Context: an optimization exercise on an open-source flow, tuned for small area, a short achievable clock period and few clock cycles per item. The choices shown serve that exercise and are no tape-out recipe.
RTL that was checked went through simulation tests only; none was proved equivalent to the original.
The RTL of run 1 was laid out without a check of its function.
Power and IR drop assume default switching activity.

[design/flow/design.v]
`default_nettype none
package mips_isa_pkg;
   typedef logic [32-1:0] word_t;
   typedef logic [4:0] reg_num_t;
   typedef logic [4:0] shamt_t;
   typedef logic [15:0] imm16_t;
   typedef enum logic [5:0] {
      OP_RTYPE = 6'h00,
      OP_ADDI  = 6'h08,
      OP_ADDIU = 6'h09,
      OP_SLTI  = 6'h0a,
      OP_SLTIU = 6'h0b,
      OP_ANDI  = 6'h0c,
      OP_ORI   = 6'h0d,
      OP_XORI  = 6'h0e,
      OP_LUI   = 6'h0f
   } opcode_e;
   typedef enum logic [5:0] {
      FN_SLL  = 6'h00,
      FN_SRL  = 6'h02,
      FN_SRA  = 6'h03,
      FN_SLLV = 6'h04,
      FN_SRLV = 6'h06,
      FN_SRAV = 6'h07,
      FN_ADD  = 6'h20,
      FN_ADDU = 6'h21,
      FN_SUB  = 6'h22,
      FN_SUBU = 6'h23,
      FN_AND  = 6'h24,
      FN_OR   = 6'h25,
      FN_XOR  = 6'h26,
      FN_NOR  = 6'h27,
      FN_SLT  = 6'h2a,
      FN_SLTU = 6'h2b
   } funct_e;
endpackage
`default_nettype wire
`default_nettype none
package core_pkg;
   typedef struct packed {
      logic sum;
      logic logic_op;
      logic lt;
      logic shift;
   } res_sel_t;
   typedef struct packed {
      res_sel_t  sel;
      logic      sub;
      logic      lt_unsigned;
      logic [1:0] logic_fn;
      logic      shift_left;
      logic      shift_arith;
   } exec_ctrl_t;
endpackage
`default_nettype wire
`default_nettype none
module mips_decode
(
   input  mips_isa_pkg::word_t    inst,
   output logic                   known,
   output logic                   a_shamt,
   output logic                   a_zero,
   output logic                   use_imm,
   output mips_isa_pkg::word_t    imm_b,
   output mips_isa_pkg::reg_num_t dest,
   output core_pkg::exec_ctrl_t   ctrl
);
   logic [5:0] opcode;
   logic [5:0] funct;
   logic       rtype;
   logic [15:0] imm;
   assign opcode = inst[31:26];
   assign funct  = inst[5:0];
   assign rtype  = (opcode == 6'h00);
   assign imm    = inst[15:0];
   always_comb begin
      known   = 1'b0;
      a_shamt = 1'b0;
      a_zero  = 1'b0;
      use_imm = !rtype;
      ctrl    = '0;
      if (rtype) begin
         case (funct)
            mips_isa_pkg::FN_SLL, mips_isa_pkg::FN_SRL, mips_isa_pkg::FN_SRA,
            mips_isa_pkg::FN_SLLV, mips_isa_pkg::FN_SRLV, mips_isa_pkg::FN_SRAV: begin
               known            = 1'b1;
               a_shamt          = !funct[2];
               ctrl.sel.shift   = 1'b1;
               ctrl.shift_left  = !funct[1];
               ctrl.shift_arith = funct[0];
            end
            mips_isa_pkg::FN_ADD, mips_isa_pkg::FN_ADDU: begin
               known        = 1'b1;
               ctrl.sel.sum = 1'b1;
            end
            mips_isa_pkg::FN_SUB, mips_isa_pkg::FN_SUBU: begin
               known        = 1'b1;
               ctrl.sel.sum = 1'b1;
               ctrl.sub     = 1'b1;
            end
            mips_isa_pkg::FN_AND, mips_isa_pkg::FN_OR,
            mips_isa_pkg::FN_XOR, mips_isa_pkg::FN_NOR: begin
               known             = 1'b1;
               ctrl.sel.logic_op = 1'b1;
               ctrl.logic_fn     = funct[1:0];
            end
            mips_isa_pkg::FN_SLT, mips_isa_pkg::FN_SLTU: begin
               known            = 1'b1;
               ctrl.sel.lt      = 1'b1;
               ctrl.sub         = 1'b1;
               ctrl.lt_unsigned = funct[0];
            end
            default: ;
         endcase
      end else begin
         case (opcode)
            mips_isa_pkg::OP_ADDI, mips_isa_pkg::OP_ADDIU: begin
               known        = 1'b1;
               ctrl.sel.sum = 1'b1;
            end
            mips_isa_pkg::OP_SLTI, mips_isa_pkg::OP_SLTIU: begin
               known            = 1'b1;
               ctrl.sel.lt      = 1'b1;
               ctrl.sub         = 1'b1;
               ctrl.lt_unsigned = opcode[0];
            end
            mips_isa_pkg::OP_ANDI, mips_isa_pkg::OP_ORI, mips_isa_pkg::OP_XORI: begin
               known             = 1'b1;
               ctrl.sel.logic_op = 1'b1;
               ctrl.logic_fn     = opcode[1:0];
            end
            mips_isa_pkg::OP_LUI: begin
               known        = 1'b1;
               a_zero       = 1'b1;
               ctrl.sel.sum = 1'b1;
            end
            default: ;
         endcase
      end
   end
   always_comb begin
      if (opcode[2:0] == 3'b111) begin
         imm_b = {imm, 16'h0000};
      end else if (opcode[2]) begin
         imm_b = {16'h0000, imm};
      end else begin
         imm_b = {{16{imm[15]}}, imm};
      end
   end
   assign dest = rtype ? inst[15:11] : inst[20:16];
endmodule
`default_nettype wire
`default_nettype none
module regfile
(
   input  logic     clk,
   input  logic     arst_n,
   input  mips_isa_pkg::reg_num_t rd_num,
   output mips_isa_pkg::word_t    rd_data,
   input  mips_isa_pkg::reg_num_t wr_num,
   input  mips_isa_pkg::word_t    wr_data,
   input  logic     wr_en
);
   mips_isa_pkg::word_t regs [1:32-1];
   logic [32-1:1] written_q;
   logic [32-1:0] written;
   always_ff @(posedge clk or negedge arst_n) begin
      if (!arst_n) begin
         written_q <= '0;
      end else if (wr_en && (wr_num != '0)) begin
         written_q[wr_num] <= 1'b1;
      end
   end
   always_ff @(posedge clk) begin
      if (wr_en && (wr_num != '0)) begin
         regs[wr_num] <= wr_data;
      end
   end
   assign written = {written_q, 1'b0};
   logic [32-1:0] rd_sel;
   always_comb begin
      for (int i = 0; i < 32; i++) begin
         rd_sel[i] = (rd_num == i[4:0]) && written[i];
      end
   end
   always_comb begin
      rd_data = '0;
      for (int i = 1; i < 32; i++) begin
         rd_data = rd_data | (regs[i] & {32{rd_sel[i]}});
      end
   end
endmodule
`default_nettype wire
`default_nettype none
module issue_stage
(
   input  logic     clk,
   input  logic     arst_n,
   input  logic     inst_req,
   input  mips_isa_pkg::word_t    inst,
   output logic     inst_ack,
   output logic     except,
   output mips_isa_pkg::reg_num_t rd_num,
   input  mips_isa_pkg::word_t    rd_data,
   input  logic     ex_valid,
   input  logic     ex_written,
   input  logic     ex_leave,
   input  mips_isa_pkg::reg_num_t ex_dest,
   input  mips_isa_pkg::word_t    ex_result,
   output logic     push,
   output mips_isa_pkg::word_t    op_a,
   output mips_isa_pkg::word_t    op_b,
   output mips_isa_pkg::reg_num_t op_dest,
   output core_pkg::exec_ctrl_t   op_ctrl
);
   logic                   s1_q;
   logic                   s2_q;
   mips_isa_pkg::word_t    ir_q;
   mips_isa_pkg::reg_num_t rd_num_q;
   mips_isa_pkg::word_t    a_q;
   logic                   ir_free;
   logic                   accept;
   logic                   s1_adv;
   logic                   fwd;
   logic                   in_known;
   logic                   known;
   logic                   a_shamt;
   logic                   a_zero;
   logic                   use_imm;
   mips_isa_pkg::word_t    imm_b;
   mips_decode i_in_decode (
      .inst    (inst),
      .known   (in_known),
      .a_shamt (),
      .a_zero  (),
      .use_imm (),
      .imm_b   (),
      .dest    (),
      .ctrl    ()
   );
   mips_decode i_ir_decode (
      .inst    (ir_q),
      .known   (known),
      .a_shamt (a_shamt),
      .a_zero  (a_zero),
      .use_imm (use_imm),
      .imm_b   (imm_b),
      .dest    (op_dest),
      .ctrl    (op_ctrl)
   );
   assign ir_free = !s1_q && (!s2_q || !ex_valid);
   assign accept  = inst_req && !inst_ack && ir_free;
   assign s1_adv  = s1_q && (!ex_valid || ex_leave);
   assign push    = s2_q && !ex_valid;
   assign fwd = ex_valid && !ex_written && (ex_dest != '0) && (ex_dest == ir_q[25:21]);
   assign rd_num = rd_num_q;
   assign op_a   = a_q;
   assign op_b   = use_imm ? imm_b : rd_data;
   always_ff @(posedge clk or negedge arst_n) begin
      if (!arst_n) begin
         inst_ack <= 1'b0;
         except   <= 1'b0;
         s1_q     <= 1'b0;
         s2_q     <= 1'b0;
      end else begin
         if (accept) begin
            inst_ack <= 1'b1;
         end else if (!inst_req) begin
            inst_ack <= 1'b0;
         end
         if (inst_req && !in_known) begin
            except <= 1'b1;
         end
         if (accept) begin
            s1_q <= 1'b1;
         end else if (s1_adv) begin
            s1_q <= 1'b0;
         end
         if (s1_adv) begin
            s2_q <= known;
         end else if (push) begin
            s2_q <= 1'b0;
         end
      end
   end
   always_ff @(posedge clk) begin
      if (ir_free) begin
         ir_q     <= inst;
         rd_num_q <= inst[25:21];
      end else if (s1_q && !s1_adv) begin
         rd_num_q <= ir_q[25:21];
      end else begin
         rd_num_q <= ir_q[20:16];
      end
      if (s1_adv) begin
         if (a_shamt) begin
            a_q <= {27'd0, ir_q[10:6]};
         end else if (a_zero) begin
            a_q <= '0;
         end else if (fwd) begin
            a_q <= ex_result;
         end else begin
            a_q <= rd_data;
         end
      end
   end
endmodule
`default_nettype wire
`default_nettype none
module execute_stage
(
   input  logic       clk,
   input  logic       arst_n,
   input  logic       push,
   input  mips_isa_pkg::word_t    op_a,
   input  mips_isa_pkg::word_t    op_b,
   input  mips_isa_pkg::reg_num_t op_dest,
   input  core_pkg::exec_ctrl_t   op_ctrl,
   input  logic       wb_ack,
   output logic       valid,
   output logic       written,
   output logic       leave,
   output mips_isa_pkg::reg_num_t dest,
   output mips_isa_pkg::word_t    result,
   output logic       wr_en,
   output logic       wb_req,
   output mips_isa_pkg::reg_num_t wb_dest,
   output mips_isa_pkg::word_t    wb_value
);
   core_pkg::exec_ctrl_t ctrl_q;
   mips_isa_pkg::word_t  b_q;
   mips_isa_pkg::word_t  a;
   mips_isa_pkg::word_t  b;
   logic [33:0]          sum_ext;
   logic [32:0]          sum;
   logic                 lt;
   mips_isa_pkg::word_t  logic_res;
   mips_isa_pkg::word_t  shift_in;
   mips_isa_pkg::word_t  shift_out;
   mips_isa_pkg::word_t  shift_res;
   logic                 fill;
   assign a = op_a;
   assign b = b_q;
   assign sum_ext = {1'b0, a, 1'b1} + {1'b0, b ^ {32{ctrl_q.sub}}, ctrl_q.sub};
   assign sum     = sum_ext[33:1];
   assign lt = (a[31] ^ b[31]) ? (ctrl_q.lt_unsigned ? b[31] : a[31]) : sum[31];
   always_comb begin
      case (ctrl_q.logic_fn)
         2'b00:   logic_res = a & b;
         2'b01:   logic_res = a | b;
         2'b10:   logic_res = a ^ b;
         default: logic_res = ~(a | b);
      endcase
   end
   always_comb begin
      for (int i = 0; i < 32; i++) begin
         shift_in[i] = ctrl_q.shift_left ? b[31-i] : b[i];
      end
   end
   assign fill = ctrl_q.shift_arith & b[31];
   always_comb begin
      logic [63:0] wide;
      wide      = {{32{fill}}, shift_in} >> a[4:0];
      shift_out = wide[31:0];
   end
   always_comb begin
      for (int i = 0; i < 32; i++) begin
         shift_res[i] = ctrl_q.shift_left ? shift_out[31-i] : shift_out[i];
      end
   end
   always_comb begin
      result = '0;
      if (ctrl_q.sel.sum)      result = result | sum[31:0];
      if (ctrl_q.sel.logic_op) result = result | logic_res;
      if (ctrl_q.sel.lt)       result = result | {31'd0, lt};
      if (ctrl_q.sel.shift)    result = result | shift_res;
   end
   assign leave = valid && !wb_req && !wb_ack;
   assign wr_en = valid && !written;
   always_ff @(posedge clk or negedge arst_n) begin
      if (!arst_n) begin
         valid   <= 1'b0;
         written <= 1'b0;
         wb_req  <= 1'b0;
      end else begin
         if (push) begin
            valid   <= 1'b1;
            written <= 1'b0;
         end else if (leave) begin
            valid   <= 1'b0;
         end else if (valid) begin
            written <= 1'b1;
         end
         if (wb_req) begin
            if (wb_ack) begin
               wb_req <= 1'b0;
            end
         end else if (valid && !wb_ack) begin
            wb_req <= 1'b1;
         end
      end
   end
   always_ff @(posedge clk) begin
      if (push) begin
         ctrl_q <= op_ctrl;
         b_q    <= op_b;
         dest   <= op_dest;
      end
      if (!wb_req) begin
         wb_dest  <= dest;
         wb_value <= result;
      end
   end
endmodule
`default_nettype wire
`default_nettype none
module mips_arith_core
(
   input  logic       clk,
   input  logic       arst_n,
   input  logic       inst_req,
   input  mips_isa_pkg::word_t      inst,
   output logic       inst_ack,
   output logic       wb_req,
   output mips_isa_pkg::reg_num_t   wb_dest,
   output mips_isa_pkg::word_t      wb_value,
   input  logic       wb_ack,
   output logic       except
);
   mips_isa_pkg::reg_num_t rd_num;
   mips_isa_pkg::word_t    rd_data;
   logic                   ex_valid;
   logic                   ex_written;
   logic                   ex_leave;
   mips_isa_pkg::reg_num_t ex_dest;
   mips_isa_pkg::word_t    ex_result;
   logic                   wr_en;
   logic                   push;
   mips_isa_pkg::word_t    op_a;
   mips_isa_pkg::word_t    op_b;
   mips_isa_pkg::reg_num_t op_dest;
   core_pkg::exec_ctrl_t   op_ctrl;
   issue_stage i_issue_stage (
      .clk        (clk),
      .arst_n     (arst_n),
      .inst_req   (inst_req),
      .inst       (inst),
      .inst_ack   (inst_ack),
      .except     (except),
      .rd_num     (rd_num),
      .rd_data    (rd_data),
      .ex_valid   (ex_valid),
      .ex_written (ex_written),
      .ex_leave   (ex_leave),
      .ex_dest    (ex_dest),
      .ex_result  (ex_result),
      .push       (push),
      .op_a       (op_a),
      .op_b       (op_b),
      .op_dest    (op_dest),
      .op_ctrl    (op_ctrl)
   );
   regfile i_regfile (
      .clk     (clk),
      .arst_n  (arst_n),
      .rd_num  (rd_num),
      .rd_data (rd_data),
      .wr_num  (ex_dest),
      .wr_data (ex_result),
      .wr_en   (wr_en)
   );
   execute_stage i_execute_stage (
      .clk      (clk),
      .arst_n   (arst_n),
      .push     (push),
      .op_a     (op_a),
      .op_b     (op_b),
      .op_dest  (op_dest),
      .op_ctrl  (op_ctrl),
      .wb_ack   (wb_ack),
      .valid    (ex_valid),
      .written  (ex_written),
      .leave    (ex_leave),
      .dest     (ex_dest),
      .result   (ex_result),
      .wr_en    (wr_en),
      .wb_req   (wb_req),
      .wb_dest  (wb_dest),
      .wb_value (wb_value)
   );
endmodule
`default_nettype wire
`default_nettype none
module mips_arith_top (
   input  wire        clk,
   input  wire        arst_n,
   input  wire        inst_req,
   input  wire [31:0] inst,
   output wire        inst_ack,
   output wire        wb_req,
   output wire [4:0]  wb_dest,
   output wire [31:0] wb_value,
   input  wire        wb_ack,
   output wire        except
);
   mips_arith_core i_core (
      .clk      (clk),
      .arst_n   (arst_n),
      .inst_req (inst_req),
      .inst     (inst),
      .inst_ack (inst_ack),
      .wb_req   (wb_req),
      .wb_dest  (wb_dest),
      .wb_value (wb_value),
      .wb_ack   (wb_ack),
      .except   (except)
   );
endmodule
`default_nettype wire
[design/flow/run.sh]
#!/bin/bash
# synth_recipe.tcl (not shown) runs the flow's synth.tcl, then flattens the netlist and writes it again
# the make line also repeats each setting of config.mk as NAME=value (left out here)
make -C /OpenROAD-flow-scripts/flow DESIGN_CONFIG=/design/flow/config.mk WORK_HOME=/design/flow/orfs CLKGATE_MAP_FILE= SYNTH_SCRIPT=/design/flow/synth_recipe.tcl finish
[design/flow/config.mk]
export PLATFORM = sky130hd
export DESIGN_NAME = mips_arith_top
export DESIGN_NICKNAME = mips_arith_top
export VERILOG_FILES = /design/flow/design.v
export SDC_FILE = /design/flow/constraint.sdc
export NUM_CORES = 4
export LEC_CHECK = 0
export CAP_MARGIN = 20
export CORE_MARGIN = 2
export CORE_UTILIZATION = 45
export PLACE_DENSITY = 0.6
export SETUP_SLACK_MARGIN = 4.5
export SLEW_MARGIN = 20
[design/flow/constraint.sdc]
create_clock -name core_clock -period 8.0 [get_ports {clk}]
set_input_delay 1.6000 -clock core_clock [delete_from_list [all_inputs] [get_ports {clk}]]
set_output_delay 1.6000 -clock core_clock [all_outputs]
set_load 0.01 [all_outputs]
==> impl_metrics.yaml, run 1 <==
status:
  status: "finished clean"
timing:
  post-route-period-util_pct: 45.9
  fin_worst_hold_slack_ns: 0.452
  timing.final.crit_period_ns: 3.67
  setup_ws_ns: 4.33
  final_hold_viol_count: 0
  slew_violations: 0
  rsz_0062_raised_after_global_routing: "yes"
  finalSetupViolCount: 0
  fmax_ghz: 0.272
  timing.slew.headroom_pct: 26.1
  worst-slew-pin-transition_ns: 1.11
  fin_setup_tns_ns: 0
  timing.clock.skew_ns: 0.0346
route:
  post-route-drc-count: 0
  drt_iter0_markers: 5317
  drt-vias-per-instance: 6.73
  dr_wl_met2_um: 90300
  finalWirelength_um: 198000
  m1WireLength_um: 72700
  dr.max_layer_used: "met4"
  drt-pass1-iter-count: 10
  wl_per_cell_um: 36.6
  detail-route-antenna-nets: 0
  dr_wl_met3_um: 23500
  detailroute.via_count: 36445
final_layout:
  num-fill-cells: 9460
  multiInputGateArea_mm2: 0.0162
  seqCellArea_mm2: 0.0353
  share_of_post_route_cells_with_drive_strength_above_1_pct: 18.9
  syn_to_final_growth_pct: 17.6
  layoutNonFillerInstCount: 5412
  share_of_the_core_filled_with_cells_in_the_final_layout_pct: 53.2
  final_net_count: 3947
cts:
  clkSlewWorstSetupHoldPaths_ns: 0.06
  clkSinkCount: 1183
  worst_skew_pair.late_latency_ns: 0.72
  max-clock-path-buffers: 3
  tritoncts.num_buffers: 117
  tritoncts_clock_tree: "done"
  cts_htree_levels: 3
  cts_root_buf: "sky130_fd_sc_hd__clkbuf_16"
die:
  top_level_ports: 76
  dieArea_mm2: 0.117
  floorplan.die.height_um: 342
  die_width_um: 342
  num_rows: 124
  core_region_area_mm2: 0.114
  floorplan.initialDensity_pct: 45.2
pwr:
  clkPwrFrac_pct: 39.0
  combPwrFrac_pct: 9.6
  total_leakage_power_uw: 0.0212
  switching_share_of_power_pct: 23.8
  p_seq_share_pct: 51.4
  power_per_cell_area_mw_per_mm2: 229
  power.internal_uw: 10600
  p_sw_uw: 3300
  peakVddDrop_v: 0.000191
global_route:
  grt_antenna_before_repair: 7
  grt_usage_pct: 32.8
  number_of_global_route_vias_before_repair: 33831
  grt_first_pass_wirelength_um: 267000
  pin_count_of_the_biggest_net_entering_global_routing: 65
  globalRouteOverflowTotal: 0
yosys:
  synth-main-ff-cell: "sky130_fd_sc_hd__edfxtp_1"
  synth.ff_latch_count: 1183
  syn-mean-instance-area_um2: 14.4
  synth_edf_count: 1140
  synthesis.instances: 3584
  synth_fp_nets: 3727
  post_synth_num_cell_types: 87
  synth-warning-count: 4
  post_synth_instance_area_mm2: 0.0515
  synth-seq-area-share_pct: 68.5
  asyncSetResetFlopFracSynth_pct: 3.21
worst_setup_path:
  timing.critical_path.buf_inv: 5
  rr_endpoint: "i_core.i_issue_stage.a_q[25]"
  crit_required_ns: 8.47
  cp_top_family: "compound AO/OA/AOI/OAI gates"
  worst_setup_path_start_kind: "register"
  criticalPathCategory: "reg -> reg"
  cp_cell_sequence: "buf_6 > buf_16 > xor2_1 > ha_1 > buf_4 > inv_1 > o21bai_1 > a21oi_1 > nor3_1 > a211oi_4 > buf_4 > xnor2_4 > a221o_4 > o21ba_2"
  crit_path_max_fanout: 18
  regToRegSetupSlack_ns: 4.33
  r2r.worst_path.cells: 14
  cpMostUsedCell: "sky130_fd_sc_hd__buf_4"
  critical_path.endpoint_type: "register"
  critical_path.max_stage_delay_ns: 0.47
  crit_slowest_cell: "sky130_fd_sc_hd__a221o_4"
  worst_ep_arrival_time_ns: 4.14
  r2r-start: "i_core.i_execute_stage.ctrl_q[5]"
worst_hold_path:
  launch_point_of_the_worst_hold_path: "i_core.i_regfile.written_q[14]"
  hold-path-endpoint: "i_core.i_regfile.written_q[14]"
  hp-class: "reg -> reg"
  timing.hold.worst_path_depth: 1
job:
  max_cap_violations: 0
placed_design:
  hpwl_after_detailed_placement_um: 104000
  place.gp.congestion: 0.949
  io_buffers: 75
  place.detailed.instances: 5060
  preCtsSetupSlack_ns: 3.26
-- synth_stat cells, types with 24 or more instances --
cell type,number,area (µm²)
sky130_fd_sc_hd__dfrtp_1,38,951
sky130_fd_sc_hd__clkbuf_1,187,702
sky130_fd_sc_hd__nor2_1,155,582
sky130_fd_sc_hd__ha_1,107,1340
sky130_fd_sc_hd__inv_1,106,398
sky130_fd_sc_hd__mux2i_1,69,691
sky130_fd_sc_hd__xnor2_1,24,210
sky130_fd_sc_hd__or4_1,36,270
sky130_fd_sc_hd__a22o_1,81,709
sky130_fd_sc_hd__nand2_1,240,901
sky130_fd_sc_hd__and3_1,45,282
sky130_fd_sc_hd__a21oi_1,110,551
sky130_fd_sc_hd__a221oi_1,78,683
sky130_fd_sc_hd__o21ai_0,121,606
sky130_fd_sc_hd__a21o_1,41,308
sky130_fd_sc_hd__nand4_1,30,188
sky130_fd_sc_hd__a22oi_1,312,2340
sky130_fd_sc_hd__nor3_1,25,125
sky130_fd_sc_hd__mux4_2,54,1220
sky130_fd_sc_hd__xor2_1,42,368
sky130_fd_sc_hd__edfxtp_1,1140,34200
sky130_fd_sc_hd__a222oi_1,36,360
sky130_fd_sc_hd__nand3_1,153,766
sky130_fd_sc_hd__o211ai_1,26,195
-- layer usage --
metal,up-vias,track usage [%]
met5,-,0
met1,18675,43.4
met3,512,6.05
met4,0,17.4
met2,2492,51.6
li1,14766,-
-- what timing repair did --
| action | in CTS | in global routing |
|---|---|---|
| setup endpoints to repair | 1838 | 716 |
| pin swaps | 32 | 42 |
| setup buffers | 75 | 39 |
| hold buffers | 0 | 0 |
| hold endpoints to repair | 0 | 0 |
| resized for setup | 137 | 129 |
| gates cloned | 11 | 12 |
-- placed cells by master, fill, tap and decap left out, types with 41 or more instances in the layout --
cell and n:
sky130_fd_sc_hd__nand3_1 150, sky130_fd_sc_hd__mux2i_1 62, sky130_fd_sc_hd__a22oi_1 312, sky130_fd_sc_hd__a221oi_1 75, sky130_fd_sc_hd__clkbuf_16 119, sky130_fd_sc_hd__edfxtp_1 1140
sky130_fd_sc_hd__buf_4 180, sky130_fd_sc_hd__inv_1 102, sky130_fd_sc_hd__nor2_1 116, sky130_fd_sc_hd__a22o_1 80, sky130_fd_sc_hd__clkdlybuf4s50_1 74, sky130_fd_sc_hd__xor2_1 41
sky130_fd_sc_hd__a21oi_1 91, sky130_fd_sc_hd__nand2_1 229, sky130_fd_sc_hd__mux4_2 54, sky130_fd_sc_hd__ha_1 94, sky130_fd_sc_hd__o21ai_0 102
-- worst max path at each step --
stage	slack, ns	depth (start not counted)	to	startpoint
after floorplan	4.47	12	i_core.i_issue_stage.a_q[31]	i_core.i_execute_stage.ctrl_q[5]
after global placement	3.26	9	i_core.i_issue_stage.a_q[29]	i_core.i_execute_stage.ctrl_q[1]
after detailed placement	3.26	9	i_core.i_issue_stage.a_q[29]	i_core.i_execute_stage.ctrl_q[1]
after CTS	4.39	9	i_core.i_issue_stage.a_q[29]	i_core.i_execute_stage.ctrl_q[1]
after global routing	4.25	14	i_core.i_issue_stage.a_q[25]	i_core.i_execute_stage.ctrl_q[5]
final	4.33	14	i_core.i_issue_stage.a_q[25]	i_core.i_execute_stage.ctrl_q[5]
-- cell type report --
cell class	count	share of cell area, %
inverter	112	0.721
timing repair inverter	3	0.0372
clock inverter	66	1.05
antenna	2	0.00827
sequential	1183	58.3
timing repair buffer	313	5.02
tap	1512	3.13
clock buffer	147	5.06
multi-input combinational	2074	26.7
-- state kept, by name, summed over array words and instances (netlist names) --
name,cells
i_core.i_execute_stage.wb_dest,5
i_core.i_issue_stage.except,1
i_core.i_execute_stage.dest,5
i_core.i_execute_stage.written,1
i_core.i_issue_stage.s2_q,1
i_core.i_issue_stage.a_q,32
i_core.i_issue_stage.ir_q,32
i_core.i_execute_stage.wb_value,32
i_core.i_issue_stage.inst_ack,1
i_core.i_execute_stage.wb_req,1
i_core.i_issue_stage.rd_num_q,5
i_core.i_issue_stage.s1_q,1
i_core.i_regfile.written_q,31
i_core.i_execute_stage.ctrl_q,10
i_core.i_regfile.regs,992
i_core.i_execute_stage.b_q,32
i_core.i_execute_stage.valid,1
-- metrics by stage --
step,power [µW],area (µm²)
floorplan,7810,51600
global placement,8290,54400
detailed placement,8300,54500
CTS,13700,59600
global route,14200,60500
finish,13900,60500
-- power by group through the flow --
stage               combinational, µW  clock (µW)  sequential (µW)
floorplan                         578           0             7240
global placement                 1020           0             7270
detailed placement               1030           0             7270
CTS                              1180        5420             7120
global route                     1390        5650             7130
finish                           1330        5410             7120
-- kinds of logic after synthesis --
family	Yosys count	synth area share, %
compound gates	949	13.4
xor+xnor	66	1.12
fa+ha+maj	107	2.60
buf+inv	341	2.62
flops	1183	68.5
mux	137	4.01
simple gates	801	7.66
==> inputs of run 2 (changes only) <==
--- a/design/flow/design.v
+++ b/design/flow/design.v
@@ -165,4 +165,5 @@
    logic [32-1:1] written_q;
    logic [32-1:0] written;
+   mips_isa_pkg::word_t rd_raw;
    always_ff @(posedge clk or negedge arst_n) begin
       if (!arst_n) begin
@@ -178,16 +179,6 @@
    end
    assign written = {written_q, 1'b0};
-   logic [32-1:0] rd_sel;
-   always_comb begin
-      for (int i = 0; i < 32; i++) begin
-         rd_sel[i] = (rd_num == i[4:0]) && written[i];
-      end
-   end
-   always_comb begin
-      rd_data = '0;
-      for (int i = 1; i < 32; i++) begin
-         rd_data = rd_data | (regs[i] & {32{rd_sel[i]}});
-      end
-   end
+   assign rd_raw  = regs[rd_num];
+   assign rd_data = written[rd_num] ? rd_raw : '0;
 endmodule
 `default_nettype wire
@@ -332,5 +323,4 @@
    mips_isa_pkg::word_t  a;
    mips_isa_pkg::word_t  b;
-   logic [33:0]          sum_ext;
    logic [32:0]          sum;
    logic                 lt;
@@ -342,6 +332,5 @@
    assign a = op_a;
    assign b = b_q;
-   assign sum_ext = {1'b0, a, 1'b1} + {1'b0, b ^ {32{ctrl_q.sub}}, ctrl_q.sub};
-   assign sum     = sum_ext[33:1];
+   assign sum = {1'b0, a} + {1'b0, b ^ {32{ctrl_q.sub}}} + {32'd0, ctrl_q.sub};
    assign lt = (a[31] ^ b[31]) ? (ctrl_q.lt_unsigned ? b[31] : a[31]) : sum[31];
    always_comb begin
--- a/design/flow/config.mk
+++ b/design/flow/config.mk
@@ -8,6 +8,5 @@
 export CAP_MARGIN = 20
 export CORE_MARGIN = 2
-export CORE_UTILIZATION = 45
-export PLACE_DENSITY = 0.6
-export SETUP_SLACK_MARGIN = 4.5
+export CORE_UTILIZATION = 25
+export PLACE_DENSITY = 0.5
 export SLEW_MARGIN = 20
==> run 2 against run 1 <==
  * Combinational power is about 40% higher
  * Clock power up 3%
  * Flip-flop and latch count did not move
  * Core utilization shrank 24 points
  * Global-route usage decreased by 17 points
  * Clock skew grew 0.057 ns
  * Die area increased by 87%
  * Hold slack better by 0.015 ns
  * Cell count increased by 17%
  * Critical path depth fell by 2
  * Critical path type unchanged
  * Critical endpoint is now i_core.i_issue_stage.a_q[28]
==> impl_metrics.yaml, run 2 <==
final_layout:
  syn_to_final_growth_pct: 15.8
  num-fill-cells: 21163
  seqCellArea_mm2: 0.0353
  final_net_count: 3522
  share_of_post_route_cells_with_drive_strength_above_1_pct: 19.9
  largest_register_ffs: 992
  layout.cells.most_common_list: "1140 x sky130_fd_sc_hd__edfxtp_1, 335 x sky130_fd_sc_hd__mux4_2, 227 x sky130_fd_sc_hd__nand2_1, 165 x sky130_fd_sc_hd__nor2_1, 138 x sky130_fd_sc_hd__mux2i_1"
  registers.top_by_ff_count: "i_core.i_regfile.regs"
  multiInputGateArea_mm2: 0.0176
  final_common_cell: "sky130_fd_sc_hd__edfxtp_1"
worst_hold_path:
  hp-class: "reg -> reg"
  launch_point_of_the_worst_hold_path: "i_core.i_regfile.written_q[15]"
yosys:
  yosysMostFrequentCell: "sky130_fd_sc_hd__edfxtp_1"
  synth_edf_count: 1140
  synthTopCellsByArea: "sky130_fd_sc_hd__edfxtp_1 64%, sky130_fd_sc_hd__mux4_2 14%, sky130_fd_sc_hd__mux2i_1 2.6%, sky130_fd_sc_hd__ha_1 2.5%, sky130_fd_sc_hd__dfrtp_1 1.8%"
  post_synth_num_cell_types: 83
  synth_fp_nets: 3427
  post_synth_instance_area_mm2: 0.0538
  synth-main-ff-cell: "sky130_fd_sc_hd__edfxtp_1"
  synth-warning-count: 4
  synthesis.instances: 3283
  syn-mean-instance-area_um2: 16.4
  synth-seq-area-share_pct: 65.6
  synth_area_leader_cell: "sky130_fd_sc_hd__edfxtp_1"
  synth.ff_latch_count: 1183
  ys_top_cells_by_count: "1140 x sky130_fd_sc_hd__edfxtp_1, 335 x sky130_fd_sc_hd__mux4_2, 230 x sky130_fd_sc_hd__nand2_1, 200 x sky130_fd_sc_hd__nor2_1, 139 x sky130_fd_sc_hd__mux2i_1"
  asyncSetResetFlopFracSynth_pct: 3.21
  synthDominantCellAreaShare_pct: 63.7
timing:
  final_hold_viol_count: 0
  fin_setup_tns_ns: 0
  timing.clock.skew_ns: 0.0914
  timing.final.crit_period_ns: 4.96
  post-route-period-util_pct: 62.0
  rsz_0062_raised_after_global_routing: "no"
  finalSetupViolCount: 0
  timing.slew.headroom_pct: 15.2
  slew_violations: 0
  fmax_ghz: 0.202
  worst-slew-pin-transition_ns: 1.27
placed_design:
  io_buffers: 75
  hpwl_after_detailed_placement_um: 100000
  place.gp.congestion: 0.965
cts:
  tritoncts_clock_tree: "done"
  cts_repair_resize_count: 0
  cts_htree_levels: 3
  tritoncts.num_buffers: 120
  clkSinkCount: 1183
  max-clock-path-buffers: 3
  cts_root_buf: "sky130_fd_sc_hd__clkbuf_16"
  worst_skew_pair.late_latency_ns: 0.79
  clkSlewWorstSetupHoldPaths_ns: 0.07
  hold_buffers: 0
  post_cts_buffers: 0
pwr:
  total_leakage_power_uw: 0.0204
  p_sw_uw: 3710
  combPwrFrac_pct: 12.8
  power.internal_uw: 10900
  finalPower_uw: 14600
  switching_share_of_power_pct: 25.3
  p_seq_share_pct: 49.2
  clkPwrFrac_pct: 38.1
  peakVddDrop_v: 0.000187
  power_per_cell_area_mw_per_mm2: 235
route:
  drt-pass1-iter-count: 5
  drt-vias-per-instance: 4.96
  wl_per_cell_um: 27.0
  detailroute.via_count: 31327
  detail-route-antenna-nets: 0
  post-route-drc-count: 0
  finalWirelength_um: 170000
  drt_iter0_markers: 3523
global_route:
  globalRouteOverflowTotal: 0
  grt_antenna_before_repair: 8
  grt_first_pass_wirelength_um: 241000
  grt_usage_pct: 15.4
  number_of_global_route_vias_before_repair: 31425
  pin_count_of_the_biggest_net_entering_global_routing: 96
worst_setup_path:
  worst_ep_arrival_time_ns: 5.43
  rr_endpoint: "i_core.i_issue_stage.a_q[28]"
  crit_required_ns: 8.47
  launching_instance_or_port_of_the_critical_path: "i_core.i_issue_stage.a_q[1]"
  endpoint: "i_core.i_issue_stage.a_q[28]"
  critical_path.endpoint_type: "register"
  worst_setup_path_start_kind: "register"
  criticalPathCategory: "reg -> reg"
  regToRegSetupSlack_ns: 3.04
  crit_path_max_fanout: 35
  r2r-start: "i_core.i_issue_stage.a_q[1]"
  r2r.worst_path.cells: 12
die:
  num_rows: 170
  floorplan.die.height_um: 468
  dieArea_mm2: 0.219
  die_width_um: 468
  core_region_area_mm2: 0.214
  floorplan.initialDensity_pct: 25.1
  top_level_ports: 76
job:
  max_cap_violations: 0
status:
  status: "finished clean"
run 2: cell families (layout without fill, tap and decap cells):
kind of cell               after synthesis  in the layout  share of synthesized area, %
and+or+nand+nor                        617            617                          5.10
DFF                                   1183           1183                          65.6
xor gates and xnor gates                66             66                          1.08
AOI/OAI and AO/OA                      505            505                          6.19
other                                    0              2                             0
muxes                                  498            498                          17.1
adders and majority gates              108            108                          2.53
buffers and inverters                  306            502                          2.35
run 2: critical path, cell delays in order, from the launching register on:
cell and delay [ns]:
sky130_fd_sc_hd__edfxtp_1 0.32, sky130_fd_sc_hd__buf_4 0.41, sky130_fd_sc_hd__inv_2 0.06, sky130_fd_sc_hd__buf_4 0.29
sky130_fd_sc_hd__fa_1 0.51, sky130_fd_sc_hd__nor2b_1 0.20, sky130_fd_sc_hd__o21bai_1 0.14, sky130_fd_sc_hd__a211oi_1 0.73
sky130_fd_sc_hd__o21ai_0 0.17, sky130_fd_sc_hd__o211ai_1 0.30, sky130_fd_sc_hd__nor2_1 0.10, sky130_fd_sc_hd__or4_2 1.03
sky130_fd_sc_hd__a22o_1 0.34
run 2: power groups by stage:
stage	registers [µW]	clock network, µW	logic [µW]
global route	7200	5930	2000
CTS	7190	5700	1880
floorplan	7240	0	1200
global placement	7320	0	1860
finish	7190	5560	1860
detailed placement	7320	0	1880
run 2: cell type report:
type                    instances  share of cell area [%]
multi-input cells            1794                    28.3
well taps                    2838                    5.70
clock buffers                 139                    4.97
repair buffers                165                    2.34
diodes                          2                 0.00804
flip-flops and latches       1183                    56.7
clock inverters                84                    1.29
inverters                     114                   0.687
run 2: worst min-delay path by stage:
stage,end,slack [ns],cells past startpoint
floorplan,i_core.i_regfile.written_q[1],0.42,1
global placement,i_core.i_regfile.written_q[1],0.45,1
finish,i_core.i_regfile.written_q[15],0.47,1
detailed placement,i_core.i_regfile.written_q[1],0.46,1
CTS,i_core.i_regfile.written_q[15],0.47,1
global route,i_core.i_regfile.written_q[28],0.48,1
run 2: metal layers:
layer | global-route usage [%] | vias to the layer above | part of all wire [%]
li1 | - | 13278 | -
met1 | 20.3 | 16637 | 42
met2 | 25.9 | 1131 | 49
met3 | 2.15 | 277 | 5.6
met4 | 5.23 | 4 | 3.4
met5 | 0 | - | 0.013
run 2: metrics by stage:
step | hold slack [ns] | area, µm² | std cells | util [%] | setup WS [ns]
2_1_floorplan | 0.424 | 53800 | 3283 | - | 3.61
3_3_place_gp | 0.446 | 58300 | 6094 | 27.2 | 3.09
4_1_cts | 0.472 | 62200 | 6317 | 29.1 | 3.07
5_1_grt | 0.484 | 62300 | 6318 | 29.1 | 2.91
3_5_place_dp | 0.457 | 58300 | 6094 | 27.2 | 3.14
6_report | 0.468 | 62300 | 6319 | 29.1 | 3.04
Testbench counts of run 2, summed over its fixed seeds: cycles 4,824, insts 2,400.
==> inputs of run 3 (changes only) <==
--- a/design/flow/design.v
+++ b/design/flow/design.v
@@ -42,5 +42,6 @@
       logic logic_op;
       logic lt;
-      logic shift;
+      logic shift_right;
+      logic shift_left;
    } res_sel_t;
    typedef struct packed {
@@ -49,5 +50,4 @@
       logic      lt_unsigned;
       logic [1:0] logic_fn;
-      logic      shift_left;
       logic      shift_arith;
    } exec_ctrl_t;
@@ -86,6 +86,6 @@
                known            = 1'b1;
                a_shamt          = !funct[2];
-               ctrl.sel.shift   = 1'b1;
-               ctrl.shift_left  = !funct[1];
+               ctrl.sel.shift_left  = !funct[1];
+               ctrl.sel.shift_right = funct[1];
                ctrl.shift_arith = funct[0];
             end
@@ -156,5 +156,5 @@
    input  logic     clk,
    input  logic     arst_n,
-   input  mips_isa_pkg::reg_num_t rd_num,
+   input  mips_isa_pkg::reg_num_t rd_num_next,
    output mips_isa_pkg::word_t    rd_data,
    input  mips_isa_pkg::reg_num_t wr_num,
@@ -165,5 +165,4 @@
    logic [32-1:1] written_q;
    logic [32-1:0] written;
-   mips_isa_pkg::word_t rd_raw;
    always_ff @(posedge clk or negedge arst_n) begin
       if (!arst_n) begin
@@ -179,6 +178,17 @@
    end
    assign written = {written_q, 1'b0};
-   assign rd_raw  = regs[rd_num];
-   assign rd_data = written[rd_num] ? rd_raw : '0;
+   logic [32-1:1] rd_sel_q;
+   always_ff @(posedge clk) begin
+      for (int i = 1; i < 32; i++) begin
+         rd_sel_q[i] <= (rd_num_next == i[4:0]) &&
+                        (written[i] || (wr_en && (wr_num == i[4:0])));
+      end
+   end
+   always_comb begin
+      rd_data = '0;
+      for (int i = 1; i < 32; i++) begin
+         rd_data = rd_data | (regs[i] & {32{rd_sel_q[i]}});
+      end
+   end
 endmodule
 `default_nettype wire
@@ -192,11 +202,11 @@
    output logic     inst_ack,
    output logic     except,
-   output mips_isa_pkg::reg_num_t rd_num,
+   output mips_isa_pkg::reg_num_t rd_num_next,
    input  mips_isa_pkg::word_t    rd_data,
    input  logic     ex_valid,
-   input  logic     ex_written,
    input  logic     ex_leave,
-   input  mips_isa_pkg::reg_num_t ex_dest,
-   input  mips_isa_pkg::word_t    ex_result,
+   input  logic     wr_pend,
+   input  mips_isa_pkg::reg_num_t wr_num,
+   input  mips_isa_pkg::word_t    wr_data,
    output logic     push,
    output mips_isa_pkg::word_t    op_a,
@@ -208,10 +218,11 @@
    logic                   s2_q;
    mips_isa_pkg::word_t    ir_q;
-   mips_isa_pkg::reg_num_t rd_num_q;
    mips_isa_pkg::word_t    a_q;
    logic                   ir_free;
    logic                   accept;
    logic                   s1_adv;
-   logic                   fwd;
+   logic                   fwd_rs;
+   logic                   fwd_rt;
+   logic                   a_fix;
    logic                   in_known;
    logic                   known;
@@ -244,8 +255,28 @@
    assign s1_adv  = s1_q && (!ex_valid || ex_leave);
    assign push    = s2_q && !ex_valid;
-   assign fwd = ex_valid && !ex_written && (ex_dest != '0) && (ex_dest == ir_q[25:21]);
-   assign rd_num = rd_num_q;
+   assign fwd_rs = wr_pend && (wr_num != '0) && (wr_num == ir_q[25:21]);
+   assign fwd_rt = wr_pend && (wr_num != '0) && (wr_num == ir_q[20:16]);
+   assign a_fix  = push && fwd_rs && !a_shamt && !a_zero;
+   always_comb begin
+      if (ir_free) begin
+         rd_num_next = inst[25:21];
+      end else if (s1_q && !s1_adv) begin
+         rd_num_next = ir_q[25:21];
+      end else begin
+         rd_num_next = ir_q[20:16];
+      end
+   end
    assign op_a   = a_q;
-   assign op_b   = use_imm ? imm_b : rd_data;
+   always_comb begin
+      mips_isa_pkg::word_t b;
+      b = use_imm ? imm_b : (fwd_rt ? wr_data : rd_data);
+      for (int i = 0; i < 32; i++) begin
+         if (op_ctrl.sel.shift_left) begin
+            op_b[i] = b[31-i];
+         end else begin
+            op_b[i] = b[i] ^ op_ctrl.sub;
+         end
+      end
+   end
    always_ff @(posedge clk or negedge arst_n) begin
       if (!arst_n) begin
@@ -277,10 +308,5 @@
    always_ff @(posedge clk) begin
       if (ir_free) begin
-         ir_q     <= inst;
-         rd_num_q <= inst[25:21];
-      end else if (s1_q && !s1_adv) begin
-         rd_num_q <= ir_q[25:21];
-      end else begin
-         rd_num_q <= ir_q[20:16];
+         ir_q <= inst;
       end
       if (s1_adv) begin
@@ -289,9 +315,11 @@
          end else if (a_zero) begin
             a_q <= '0;
-         end else if (fwd) begin
-            a_q <= ex_result;
+         end else if (fwd_rs) begin
+            a_q <= wr_data;
          end else begin
             a_q <= rd_data;
          end
+      end else if (a_fix) begin
+         a_q <= wr_data;
       end
    end
@@ -310,9 +338,6 @@
    input  logic       wb_ack,
    output logic       valid,
-   output logic       written,
    output logic       leave,
-   output mips_isa_pkg::reg_num_t dest,
-   output mips_isa_pkg::word_t    result,
-   output logic       wr_en,
+   output logic       wr_pend,
    output logic       wb_req,
    output mips_isa_pkg::reg_num_t wb_dest,
@@ -320,18 +345,20 @@
 );
    core_pkg::exec_ctrl_t ctrl_q;
+   mips_isa_pkg::reg_num_t dest;
+   mips_isa_pkg::word_t  result;
    mips_isa_pkg::word_t  b_q;
    mips_isa_pkg::word_t  a;
    mips_isa_pkg::word_t  b;
-   logic [32:0]          sum;
+   mips_isa_pkg::word_t  sum;
+   logic                 b_sign;
    logic                 lt;
    mips_isa_pkg::word_t  logic_res;
-   mips_isa_pkg::word_t  shift_in;
-   mips_isa_pkg::word_t  shift_out;
    mips_isa_pkg::word_t  shift_res;
    logic                 fill;
    assign a = op_a;
    assign b = b_q;
-   assign sum = {1'b0, a} + {1'b0, b ^ {32{ctrl_q.sub}}} + {32'd0, ctrl_q.sub};
-   assign lt = (a[31] ^ b[31]) ? (ctrl_q.lt_unsigned ? b[31] : a[31]) : sum[31];
+   assign sum = a + b + {31'd0, ctrl_q.sub};
+   assign b_sign = !b[31];
+   assign lt = (a[31] ^ b_sign) ? (ctrl_q.lt_unsigned ? b_sign : a[31]) : sum[31];
    always_comb begin
       case (ctrl_q.logic_fn)
@@ -342,43 +369,33 @@
       endcase
    end
-   always_comb begin
-      for (int i = 0; i < 32; i++) begin
-         shift_in[i] = ctrl_q.shift_left ? b[31-i] : b[i];
-      end
-   end
    assign fill = ctrl_q.shift_arith & b[31];
    always_comb begin
       logic [63:0] wide;
-      wide      = {{32{fill}}, shift_in} >> a[4:0];
-      shift_out = wide[31:0];
+      wide      = {{32{fill}}, b} >> a[4:0];
+      shift_res = wide[31:0];
    end
    always_comb begin
+      result = '0;
+      if (ctrl_q.sel.sum)         result = result | sum;
+      if (ctrl_q.sel.logic_op)    result = result | logic_res;
+      if (ctrl_q.sel.lt)          result = result | {31'd0, lt};
+      if (ctrl_q.sel.shift_right) result = result | shift_res;
       for (int i = 0; i < 32; i++) begin
-         shift_res[i] = ctrl_q.shift_left ? shift_out[31-i] : shift_out[i];
+         if (ctrl_q.sel.shift_left) result[i] = result[i] | shift_res[31-i];
       end
    end
-   always_comb begin
-      result = '0;
-      if (ctrl_q.sel.sum)      result = result | sum[31:0];
-      if (ctrl_q.sel.logic_op) result = result | logic_res;
-      if (ctrl_q.sel.lt)       result = result | {31'd0, lt};
-      if (ctrl_q.sel.shift)    result = result | shift_res;
-   end
    assign leave = valid && !wb_req && !wb_ack;
-   assign wr_en = valid && !written;
    always_ff @(posedge clk or negedge arst_n) begin
       if (!arst_n) begin
          valid   <= 1'b0;
-         written <= 1'b0;
+         wr_pend <= 1'b0;
          wb_req  <= 1'b0;
       end else begin
          if (push) begin
-            valid   <= 1'b1;
-            written <= 1'b0;
+            valid <= 1'b1;
          end else if (leave) begin
-            valid   <= 1'b0;
-         end else if (valid) begin
-            written <= 1'b1;
+            valid <= 1'b0;
          end
+         wr_pend <= leave;
          if (wb_req) begin
             if (wb_ack) begin
@@ -417,12 +434,9 @@
    output logic       except
 );
-   mips_isa_pkg::reg_num_t rd_num;
+   mips_isa_pkg::reg_num_t rd_num_next;
    mips_isa_pkg::word_t    rd_data;
    logic                   ex_valid;
-   logic                   ex_written;
    logic                   ex_leave;
-   mips_isa_pkg::reg_num_t ex_dest;
-   mips_isa_pkg::word_t    ex_result;
-   logic                   wr_en;
+   logic                   wr_pend;
    logic                   push;
    mips_isa_pkg::word_t    op_a;
@@ -437,11 +451,11 @@
       .inst_ack   (inst_ack),
       .except     (except),
-      .rd_num     (rd_num),
+      .rd_num_next (rd_num_next),
       .rd_data    (rd_data),
       .ex_valid   (ex_valid),
-      .ex_written (ex_written),
       .ex_leave   (ex_leave),
-      .ex_dest    (ex_dest),
-      .ex_result  (ex_result),
+      .wr_pend    (wr_pend),
+      .wr_num     (wb_dest),
+      .wr_data    (wb_value),
       .push       (push),
       .op_a       (op_a),
@@ -453,9 +467,9 @@
       .clk     (clk),
       .arst_n  (arst_n),
-      .rd_num  (rd_num),
+      .rd_num_next (rd_num_next),
       .rd_data (rd_data),
-      .wr_num  (ex_dest),
-      .wr_data (ex_result),
-      .wr_en   (wr_en)
+      .wr_num  (wb_dest),
+      .wr_data (wb_value),
+      .wr_en   (wr_pend)
    );
    execute_stage i_execute_stage (
@@ -469,9 +483,6 @@
       .wb_ack   (wb_ack),
       .valid    (ex_valid),
-      .written  (ex_written),
       .leave    (ex_leave),
-      .dest     (ex_dest),
-      .result   (ex_result),
-      .wr_en    (wr_en),
+      .wr_pend  (wr_pend),
       .wb_req   (wb_req),
       .wb_dest  (wb_dest),
--- a/design/flow/config.mk
+++ b/design/flow/config.mk
@@ -8,5 +8,6 @@
 export CAP_MARGIN = 20
 export CORE_MARGIN = 2
-export CORE_UTILIZATION = 25
-export PLACE_DENSITY = 0.5
+export CORE_UTILIZATION = 45
+export PLACE_DENSITY = 0.6
+export SETUP_SLACK_MARGIN = 4.5
 export SLEW_MARGIN = 20
==> run 3 against run 2 <==
  * Fmax up 43%
  * First-iteration DRC count grew 54%
  * Global-route usage rose by 16 points
  * Highest routed layer is now met4
==> impl_metrics.yaml, run 3 <==
yosys:
  synthDominantCellAreaShare_pct: 67.9
  yosysMostFrequentCell: "sky130_fd_sc_hd__edfxtp_1"
  synthesis.instances: 3375
  asyncSetResetFlopFracSynth_pct: 3.14
  synth-warning-count: 4
  synth_fp_nets: 3490
  syn-mean-instance-area_um2: 14.9
  synth.ff_latch_count: 1209
  post_synth_instance_area_mm2: 0.0504
  post_synth_num_cell_types: 79
  ys_top_cells_by_count: "1140 x sky130_fd_sc_hd__edfxtp_1, 300 x sky130_fd_sc_hd__a22oi_1, 160 x sky130_fd_sc_hd__clkbuf_1, 152 x sky130_fd_sc_hd__nand2_1, 148 x sky130_fd_sc_hd__nor2_1"
  synth-seq-area-share_pct: 71.0
  synthTopCellsByArea: "sky130_fd_sc_hd__edfxtp_1 68%, sky130_fd_sc_hd__a22oi_1 4.5%, sky130_fd_sc_hd__a22o_1 1.9%, sky130_fd_sc_hd__ha_1 1.9%, sky130_fd_sc_hd__dfrtp_1 1.9%"
  synth-main-ff-cell: "sky130_fd_sc_hd__edfxtp_1"
  synth_edf_count: 1140
  synth_area_leader_cell: "sky130_fd_sc_hd__edfxtp_1"
pwr:
  power_per_cell_area_mw_per_mm2: 249
  combPwrFrac_pct: 10.2
  p_sw_uw: 3550
  switching_share_of_power_pct: 24.5
  p_seq_share_pct: 50.8
  clkPwrFrac_pct: 39.0
  peakVddDrop_v: 0.000179
  power.internal_uw: 10900
  total_leakage_power_uw: 0.0202
cts:
  tritoncts.num_buffers: 120
  clkSlewWorstSetupHoldPaths_ns: 0.06
  worst_skew_pair.late_latency_ns: 0.74
  cts_htree_levels: 3
  tritoncts_clock_tree: "done"
  max-clock-path-buffers: 3
  cts_root_buf: "sky130_fd_sc_hd__clkbuf_16"
  hold_buffers: 0
  clkSinkCount: 1209
final_layout:
  final_common_cell: "sky130_fd_sc_hd__edfxtp_1"
  layout.cells.most_common_list: "1140 x sky130_fd_sc_hd__edfxtp_1, 299 x sky130_fd_sc_hd__a22oi_1, 152 x sky130_fd_sc_hd__nand2_1, 133 x sky130_fd_sc_hd__nor2_1, 124 x sky130_fd_sc_hd__clkbuf_16"
  registers.top_by_ff_count: "i_core.i_regfile.regs"
  share_of_post_route_cells_with_drive_strength_above_1_pct: 13.6
  largest_register_ffs: 992
  final_net_count: 3643
  syn_to_final_growth_pct: 15.3
route:
  detail-route-antenna-nets: 0
  drt-pass1-iter-count: 7
  finalWirelength_um: 182000
  drt_iter0_markers: 5422
  wl_per_cell_um: 35.6
  detailroute.via_count: 33742
  post-route-drc-count: 0
  drt-vias-per-instance: 6.59
timing:
  fin_setup_tns_ns: 0
  timing.slew.headroom_pct: 26.9
  rsz_0062_raised_after_global_routing: "yes"
  worst-slew-pin-transition_ns: 1.10
  finalSetupViolCount: 0
  fmax_ghz: 0.289
  final_hold_viol_count: 0
  post-route-period-util_pct: 43.2
  timing.clock.skew_ns: 0.0367
  timing.final.crit_period_ns: 3.45
  slew_violations: 0
  setup_ws_ns: 4.55
global_route:
  grt_antenna_before_repair: 1
  pin_count_of_the_biggest_net_entering_global_routing: 96
  grt_first_pass_wirelength_um: 250000
  number_of_global_route_vias_before_repair: 31639
  globalRouteOverflowTotal: 0
  grt_usage_pct: 31.1
worst_setup_path:
  criticalPathCategory: "reg -> out"
  critical_path.endpoint_type: "output pin"
  crit_required_ns: 6.40
  worst_ep_arrival_time_ns: 1.85
  r2r.worst_path.cells: 11
  worst_setup_path_start_kind: "register"
  crit_path_max_fanout: 32
die:
  dieArea_mm2: 0.115
  die_width_um: 339
  num_rows: 122
  floorplan.die.height_um: 339
  top_level_ports: 76
  core_region_area_mm2: 0.111
  floorplan.initialDensity_pct: 45.4
job:
  max_cap_violations: 0
worst_hold_path:
  hp-class: "reg -> reg"
  timing.hold.worst_path_depth: 0
status:
  status: "finished clean"
placed_design:
  io_buffers: 75
  place.gp.congestion: 0.920
  hpwl_after_detailed_placement_um: 95900
  preCtsSetupSlack_ns: 3.24
-- run 3: cell type report --
type	count	area, µm²
Antenna cell	2	5.00
Clock buffer	154	3250
Clock inverter	70	653
Fill cell	9167	52800
Inverter	112	422
Multi-Input combinational cell	1858	13800
Sequential cell	1209	35800
Tap cell	1488	1860
Timing Repair Buffer	227	2330
-- run 3: cell families (layout without fill, tap and decap cells) --
family / count (synthesis) / in the layout / share of synthesized area [%]
AO/OA/AOI/OAI: 927 / 927 / 13.5
XOR/XNOR: 70 / 70 / 1.22
adder cells (fa/ha/maj): 79 / 79 / 1.99
buffers and inverters: 308 / 563 / 2.37
flip-flops: 1209 / 1209 / 71.0
multiplexers: 149 / 149 / 3.82
other: 0 / 2 / 0
AND/OR/NAND/NOR: 633 / 633 / 6.09
-- run 3: worst paths after layout --
path                                               startpoint                                  end  slack [ns]
min                            i_core.i_execute_stage.dest[2]    i_core.i_execute_stage.wb_dest[2]        0.42
max in group asynchronous                              arst_n       i_core.i_regfile.written_q[26]        6.39
min in group asynchronous                              arst_n          i_core.i_issue_stage.except        1.01
max                        i_core.i_execute_stage.wb_value[0]                          wb_value[0]        4.55
max reg2reg                    i_core.i_execute_stage.b_q[14]  i_core.i_execute_stage.wb_value[25]        4.63
min reg2reg                    i_core.i_execute_stage.dest[2]    i_core.i_execute_stage.wb_dest[2]        0.42
-- run 3: power groups by stage --
stage | Clock, µW | Sequential [µW] | Combinational, µW
floorplan | 0 | 7590 | 579
global placement | 0 | 7510 | 1240
detailed placement | 0 | 7510 | 1240
CTS | 5660 | 7340 | 1430
global route | 5900 | 7350 | 1550
finish | 5640 | 7350 | 1480
-- run 3: metrics by stage --
step / utilization (%) / cell area [µm²] / hold slack [ns] / cells / power (µW)
4_1_cts: 52.3 / 58000 / 0.422 / 5112 / 14400
3_3_place_gp: 48.1 / 53400 / 0.406 / 4855 / 8750
6_report: 52.4 / 58200 / 0.421 / 5120 / 14500
5_1_grt: 52.4 / 58100 / 0.428 / 5118 / 14800
3_5_place_dp: 48.1 / 53400 / 0.408 / 4855 / 8760
2_1_floorplan: - / 50500 / 0.400 / 3375 / 8170
-- run 3: per-layer routing --
metal | share of wire, % | vias up | global-route usage (%) | wire [µm]
met5 | 0 | - | 0 | 0
met4 | 4.5 | 0 | 12.7 | 8150
met3 | 11 | 346 | 6.20 | 19200
met2 | 46 | 2153 | 49.0 | 83600
met1 | 39 | 17328 | 42.3 | 71100
li1 | - | 13915 | - | -
-- run 3: repair_timing --
item / CTS / global route
setup endpoints to repair: 163 / 48
setup buffers: 26 / 5
pin swaps: 4 / 4
resized for setup: 94 / 18
cloned: 7 / 0
-- run 3: critical path: stages (launching register included) --
cell	delay, ns
sky130_fd_sc_hd__edfxtp_1	0.43
sky130_fd_sc_hd__buf_6	0.30
sky130_fd_sc_hd__dlygate4sd2_1	0.38
Testbench counts of run 3, summed over its fixed seeds: cycles 4,824, insts 2,400.
==> inputs of run 4 (changes only) <==
--- a/design/flow/config.mk
+++ b/design/flow/config.mk
@@ -8,6 +8,6 @@
 export CAP_MARGIN = 20
 export CORE_MARGIN = 2
-export CORE_UTILIZATION = 45
-export PLACE_DENSITY = 0.6
-export SETUP_SLACK_MARGIN = 4.5
+export CORE_UTILIZATION = 65
+export PLACE_DENSITY = 0.75
+export SETUP_SLACK_MARGIN = 5
 export SLEW_MARGIN = 20
==> run 4 against run 3 <==
  * Synthesized cell count stayed put
  * Hold slack improved by 0.0093 ns
  * Setup slack improved by 0.19 ns
  * First-iteration DRC count grew 36%
  * Sequential power barely moved
  * Critical path type is now reg -> reg
  * Largest power group unchanged
==> impl_metrics.yaml, run 4 <==
status:
  status: "finished clean"
worst_setup_path:
  criticalPathCategory: "reg -> reg"
  crit_required_ns: 8.53
  cpMostUsedCell: "sky130_fd_sc_hd__a221o_1"
  worst_ep_arrival_time_ns: 3.80
  cp_cell_sequence: "buf_4 > bufbuf_16 > a221oi_2 > inv_1 > mux4_2 > a211oi_2 > a221o_1 > a221o_1 > o31a_1"
  regToRegSetupSlack_ns: 4.73
  r2r-start: "i_core.i_issue_stage.a_q[1]"
  critical_path.max_stage_delay_ns: 0.55
  rr_endpoint: "i_core.i_execute_stage.wb_value[30]"
  critical_path.endpoint_type: "register"
  crit_path_max_fanout: 20
  worst_setup_path_start_kind: "register"
  crit_slowest_cell: "sky130_fd_sc_hd__mux4_2"
  launching_instance_or_port_of_the_critical_path: "i_core.i_issue_stage.a_q[1]"
  r2r.worst_path.cells: 9
final_layout:
  registers.top_by_ff_count: "i_core.i_regfile.regs"
  layout.cells.most_common_list: "1140 x sky130_fd_sc_hd__edfxtp_1, 299 x sky130_fd_sc_hd__a22oi_1, 195 x sky130_fd_sc_hd__buf_4, 147 x sky130_fd_sc_hd__nand2_1, 129 x sky130_fd_sc_hd__nor2_1"
  largest_register_ffs: 992
  share_of_post_route_cells_with_drive_strength_above_1_pct: 19.9
  num-fill-cells: 4350
  final_net_count: 3800
  syn_to_final_growth_pct: 18.8
  final_common_cell: "sky130_fd_sc_hd__edfxtp_1"
global_route:
  grt_antenna_before_repair: 5
  pin_count_of_the_biggest_net_entering_global_routing: 96
  number_of_global_route_vias_before_repair: 34908
  globalRouteOverflowTotal: 0
  grt_usage_pct: 47.2
  grt_first_pass_wirelength_um: 258000
timing:
  timing.slew.headroom_pct: 26.5
  rsz_0062_raised_after_global_routing: "yes"
  fmax_ghz: 0.306
  worst-slew-pin-transition_ns: 1.10
  fin_worst_hold_slack_ns: 0.430
  fin_setup_tns_ns: 0
  post-route-period-util_pct: 40.8
  slew_violations: 0
  timing.clock.skew_ns: 0.0822
  timing.final.crit_period_ns: 3.27
  finalSetupViolCount: 0
  final_hold_viol_count: 0
yosys:
  synthesis.instances: 3375
  synth-main-ff-cell: "sky130_fd_sc_hd__edfxtp_1"
  synth_fp_nets: 3490
  ys_top_cells_by_count: "1140 x sky130_fd_sc_hd__edfxtp_1, 300 x sky130_fd_sc_hd__a22oi_1, 160 x sky130_fd_sc_hd__clkbuf_1, 152 x sky130_fd_sc_hd__nand2_1, 148 x sky130_fd_sc_hd__nor2_1"
  yosysMostFrequentCell: "sky130_fd_sc_hd__edfxtp_1"
  synth.ff_latch_count: 1209
  post_synth_num_cell_types: 79
  synth-warning-count: 4
  post_synth_instance_area_mm2: 0.0504
  asyncSetResetFlopFracSynth_pct: 3.14
  synthTopCellsByArea: "sky130_fd_sc_hd__edfxtp_1 68%, sky130_fd_sc_hd__a22oi_1 4.5%, sky130_fd_sc_hd__a22o_1 1.9%, sky130_fd_sc_hd__ha_1 1.9%, sky130_fd_sc_hd__dfrtp_1 1.9%"
  syn-mean-instance-area_um2: 14.9
  synth_area_leader_cell: "sky130_fd_sc_hd__edfxtp_1"
  synthDominantCellAreaShare_pct: 67.9
  synth-seq-area-share_pct: 71.0
  synth_edf_count: 1140
cts:
  clkSlewWorstSetupHoldPaths_ns: 0.08
  cts_root_buf: "sky130_fd_sc_hd__clkbuf_16"
  cts_htree_levels: 3
  worst_skew_pair.late_latency_ns: 0.74
  tritoncts_clock_tree: "done"
  tritoncts.num_buffers: 111
  hold_buffers: 0
  max-clock-path-buffers: 3
  clkSinkCount: 1209
worst_hold_path:
  hp-class: "reg -> reg"
  hold-path-endpoint: "i_core.i_execute_stage.wb_dest[1]"
  launch_point_of_the_worst_hold_path: "i_core.i_execute_stage.dest[1]"
  timing.hold.worst_path_depth: 0
placed_design:
  place.gp.congestion: 1.00
  io_buffers: 75
  hpwl_after_detailed_placement_um: 95300
route:
  drt-pass1-iter-count: 8
  detail-route-antenna-nets: 0
  wl_per_cell_um: 39.4
  finalWirelength_um: 190000
  drt-vias-per-instance: 7.66
  detailroute.via_count: 36907
  post-route-drc-count: 0
  drt_iter0_markers: 7374
die:
  core_region_area_mm2: 0.0771
  num_rows: 102
  die_width_um: 283
  top_level_ports: 76
  dieArea_mm2: 0.0798
  floorplan.initialDensity_pct: 65.4
  floorplan.die.height_um: 283
pwr:
  power_per_cell_area_mw_per_mm2: 239
  peakVddDrop_v: 0.000219
  total_leakage_power_uw: 0.0212
job:
  max_cap_violations: 0
[run 4: cell counts after synthesis]
Identical to the previous run, type by type.
[run 4: final cells by class]
class	instances	area, µm²	area share (%)
Timing Repair Buffer	391	4450	7.43
Clock inverter	56	494	0.825
Antenna cell	5	12.5	0.0209
Sequential cell	1209	35800	59.8
Clock buffer	143	2900	4.84
Tap cell	1040	1300	2.17
Multi-Input combinational cell	1860	14500	24.2
Inverter	112	452	0.754
[run 4: worst max-delay path: cells and delay by family, from the launching register on]
family                 cells  cell delay (ns)
muxes                      1             0.55
buffers and inverters      3             0.64
DFF                        1             0.44
AOI/OAI and AO/OA          5             1.49
[run 4: repair_timing]
item,4_1_cts,5_1_grt
resized for setup,340,124
setup buffers,132,52
endpoints found under the setup margin,252,309
pin swaps,36,42
gates cloned,27,3
[run 4: how the worst max path moves through the flow]
stage | to | slack, ns
6_report | i_core.i_execute_stage.wb_value[30] | 4.73
5_1_grt | i_core.i_regfile.written_q[25] | 4.62
4_1_cts | i_core.i_regfile.written_q[25] | 4.79
3_5_place_dp | i_core.i_execute_stage.b_q[11] | 4.12
3_3_place_gp | i_core.i_execute_stage.b_q[27] | 4.33
2_1_floorplan | i_core.i_regfile.regs[8][0] | 4.58
[run 4: per-layer routing]
metal / vias up / track usage, % / wire, µm
li1: 14206 / - / -
met1: 17774 / 61.1 / 60300
met3: 933 / 16.5 / 33000
met2: 3988 / 68.1 / 80300
met4: 6 / 30.8 / 16000
met5: - / 0 / 36
[run 4: report_power, final]
part | total (µW) | internal [µW] | switching, µW
clock network | 5040 | 2690 | 2350
registers | 7360 | 7250 | 112
logic | 1930 | 780 | 1150
total | 14300 | 10700 | 3600
[run 4: per-stage QoR]
stage / instances / utilization (%) / total power (µW) / area [µm²] / setup WS [ns]
after global routing: 4811 / 77.7 / 14600 / 59900 / 4.62
after CTS: 4756 / 76.4 / 14100 / 58900 / 4.79
after floorplan: 3375 / - / 8190 / 50700 / 4.58
final: 4816 / 77.7 / 14300 / 59900 / 4.73
after global placement: 4397 / 68.6 / 8720 / 52900 / 4.33
after detailed placement: 4398 / 68.6 / 8750 / 52900 / 4.12
[run 4: logic make-up after synthesis]
logic type,count (synthesis),synth area share [%]
flip-flops,1209,71.0
AO/OA/AOI/OAI,927,13.5
buffers and inverters,308,2.37
AND/OR/NAND/NOR,633,6.09
adder cells (fa/ha/maj),79,1.99
XOR/XNOR,70,1.22
multiplexers,149,3.82
==> inputs of run 5 (changes only) <==
--- a/design/flow/config.mk
+++ b/design/flow/config.mk
@@ -8,6 +8,6 @@
 export CAP_MARGIN = 20
 export CORE_MARGIN = 2
-export CORE_UTILIZATION = 65
-export PLACE_DENSITY = 0.75
+export CORE_UTILIZATION = 45
+export PLACE_DENSITY = 0.6
 export SETUP_SLACK_MARGIN = 5
 export SLEW_MARGIN = 20
==> run 5 against run 4 <==
  * Still clean on timing, DRC and antenna
  * Wire length rose by 3.0%
  * Synthesized cell count did not move
  * Register-to-register slack improved by 0.07 ns
  * Fmax rose by 0.97%
  * Non-clock buffer count fell by 5
  * Via count fell by 5.2%
  * Final area rose by 1.3%
  * Clock power rose by 6.2%
  * Sequential power barely moved
  * Cell count rose by 9.6%
  * Critical path depth fell by 5
  * Synthesized area did not move
  * Highest routed layer unchanged
==> impl_metrics.yaml, run 5 <==
status:
  status: "finished clean"
route:
  finalWirelength_um: 195000
  detail-route-antenna-nets: 0
  dr.max_layer_used: "met5"
  m1WireLength_um: 71000
worst_setup_path:
  worst_ep_arrival_time_ns: 1.63
  crit_required_ns: 6.40
  crit_slowest_cell: "sky130_fd_sc_hd__edfxtp_1"
  r2r.worst_path.cells: 10
  criticalPathCategory: "reg -> out"
  cp_cell_sequence: "buf_6 > buf_6 > buf_6 > buf_6"
cts:
  cts_htree_levels: 3
  hold_buffers: 0
  clkSinkCount: 1209
  worst_skew_pair.late_latency_ns: 0.73
  clkSlewWorstSetupHoldPaths_ns: 0.07
yosys:
  synth-warning-count: 4
  synth_fp_nets: 3490
  asyncSetResetFlopFracSynth_pct: 3.14
  syn-mean-instance-area_um2: 14.9
  synth-seq-area-share_pct: 71.0
  synth_edf_count: 1140
  synth.ff_latch_count: 1209
  synth-main-ff-cell: "sky130_fd_sc_hd__edfxtp_1"
timing:
  slew_violations: 0
  timing.slew.headroom_pct: 27.9
  timing.final.crit_period_ns: 3.23
  final_hold_viol_count: 0
  post-route-period-util_pct: 40.4
  fmax_ghz: 0.309
pwr:
  peakVddDrop_v: 0.000192
  total_leakage_power_uw: 0.0213
  power_per_cell_area_mw_per_mm2: 241
global_route:
  grt_first_pass_wirelength_um: 265000
  globalRouteOverflowTotal: 0
  grt_antenna_before_repair: 10
  pin_count_of_the_biggest_net_entering_global_routing: 96
worst_hold_path:
  timing.hold.worst_path_depth: 0
  hp-class: "reg -> reg"
final_layout:
  final_net_count: 3804
  final_common_cell: "sky130_fd_sc_hd__edfxtp_1"
  syn_to_final_growth_pct: 20.3
  share_of_the_core_filled_with_cells_in_the_final_layout_pct: 54.7
  num-fill-cells: 9003
die:
  die_width_um: 339
  top_level_ports: 76
  num_rows: 122
  floorplan.initialDensity_pct: 45.4
  core_region_area_mm2: 0.111
==> run 5: cell families (layout without fill, tap and decap cells) <==
group           count (synthesis)  count (layout)  share of synthesized area, %
flops                        1209            1209                          71.0
xor+xnor                       70              70                          1.22
compound gates                927             928                          13.5
fa+ha+maj                      79              79                          1.99
simple gates                  633             634                          6.09
mux                           149             149                          3.82
buf+inv                       308             717                          2.37
other cells                     0               2                             0
==> run 5: cell type report <==
cell class	instances	area [µm²]	share of cell area, %
flip-flops and latches	1209	35900	59.1
multi-input cells	1860	14300	23.6
repair buffers	386	4550	7.49
clock buffers	153	3130	5.15
well taps	1488	1860	3.07
clock inverters	66	515	0.849
inverters	112	452	0.744
diodes	2	5.00	0.00825
==> run 5: metrics by stage <==
step | power (µW) | hold slack, ns | cells | worst slack [ns] | area [µm²]
after floorplan | 8190 | 0.400 | 3375 | 4.58 | 50700
after global placement | 8760 | 0.405 | 4854 | 4.27 | 53500
after detailed placement | 8780 | 0.408 | 4855 | 4.20 | 53500
after CTS | 14500 | 0.414 | 5217 | 4.67 | 59800
after global routing | 15000 | 0.425 | 5274 | 4.72 | 60700
final | 14600 | 0.410 | 5276 | 4.77 | 60700
==> run 5: critical path, delay by kind of cell (launching register included) <==
family	cells	cell delay (ns)
DFF	1	0.44
buffers and inverters	4	0.46
==> run 5: where the power goes <==
| group | internal (µW) | switching (µW) |
|---|---|---|
| Sequential | 7250 | 105 |
| Clock | 2920 | 2440 |
| Combinational | 791 | 1150 |
==> run 5: path summary, 6_finish.rpt <==
path,from,endpoint,slack [ns]
setup / recovery,i_core.i_execute_stage.wb_dest[0],wb_dest[0],4.77
min in group asynchronous,arst_n,i_core.i_issue_stage.except,1.03
hold reg to reg,i_core.i_execute_stage.dest[4],i_core.i_execute_stage.wb_dest[4],0.41
setup reg to reg,i_core.i_issue_stage.a_q[1],i_core.i_execute_stage.wb_value[30],4.80
max in group asynchronous,arst_n,i_core.i_regfile.written_q[23],6.34
hold / removal,i_core.i_execute_stage.dest[4],i_core.i_execute_stage.wb_dest[4],0.41
==> run 5: routing by layer <==
layer	up-vias	GRT usage (%)
li1	14246	-
met1	17867	43.1
met2	2413	51.3
met3	459	8.46
met4	20	17.1
met5	-	0
==> run 5: repair_timing <==
| item | 4_1_cts | 5_1_grt |
|---|---|---|
| hold endpoints to repair | 0 | 0 |
| endpoints found under the setup margin | 436 | 300 |
| setup buffers | 114 | 50 |
| gates resized for setup | 374 | 97 |
| gates cloned | 29 | 7 |
| pin swaps | 38 | 46 |

Setup slack of run 5, layout unchanged: 4.765 ns with ideal ports, 4.697 ns with driving cells assumed (clock clkbuf_16, inputs buf_2), 4.361 ns with port delays also shifted by the 0.782 ns mid clock arrival.
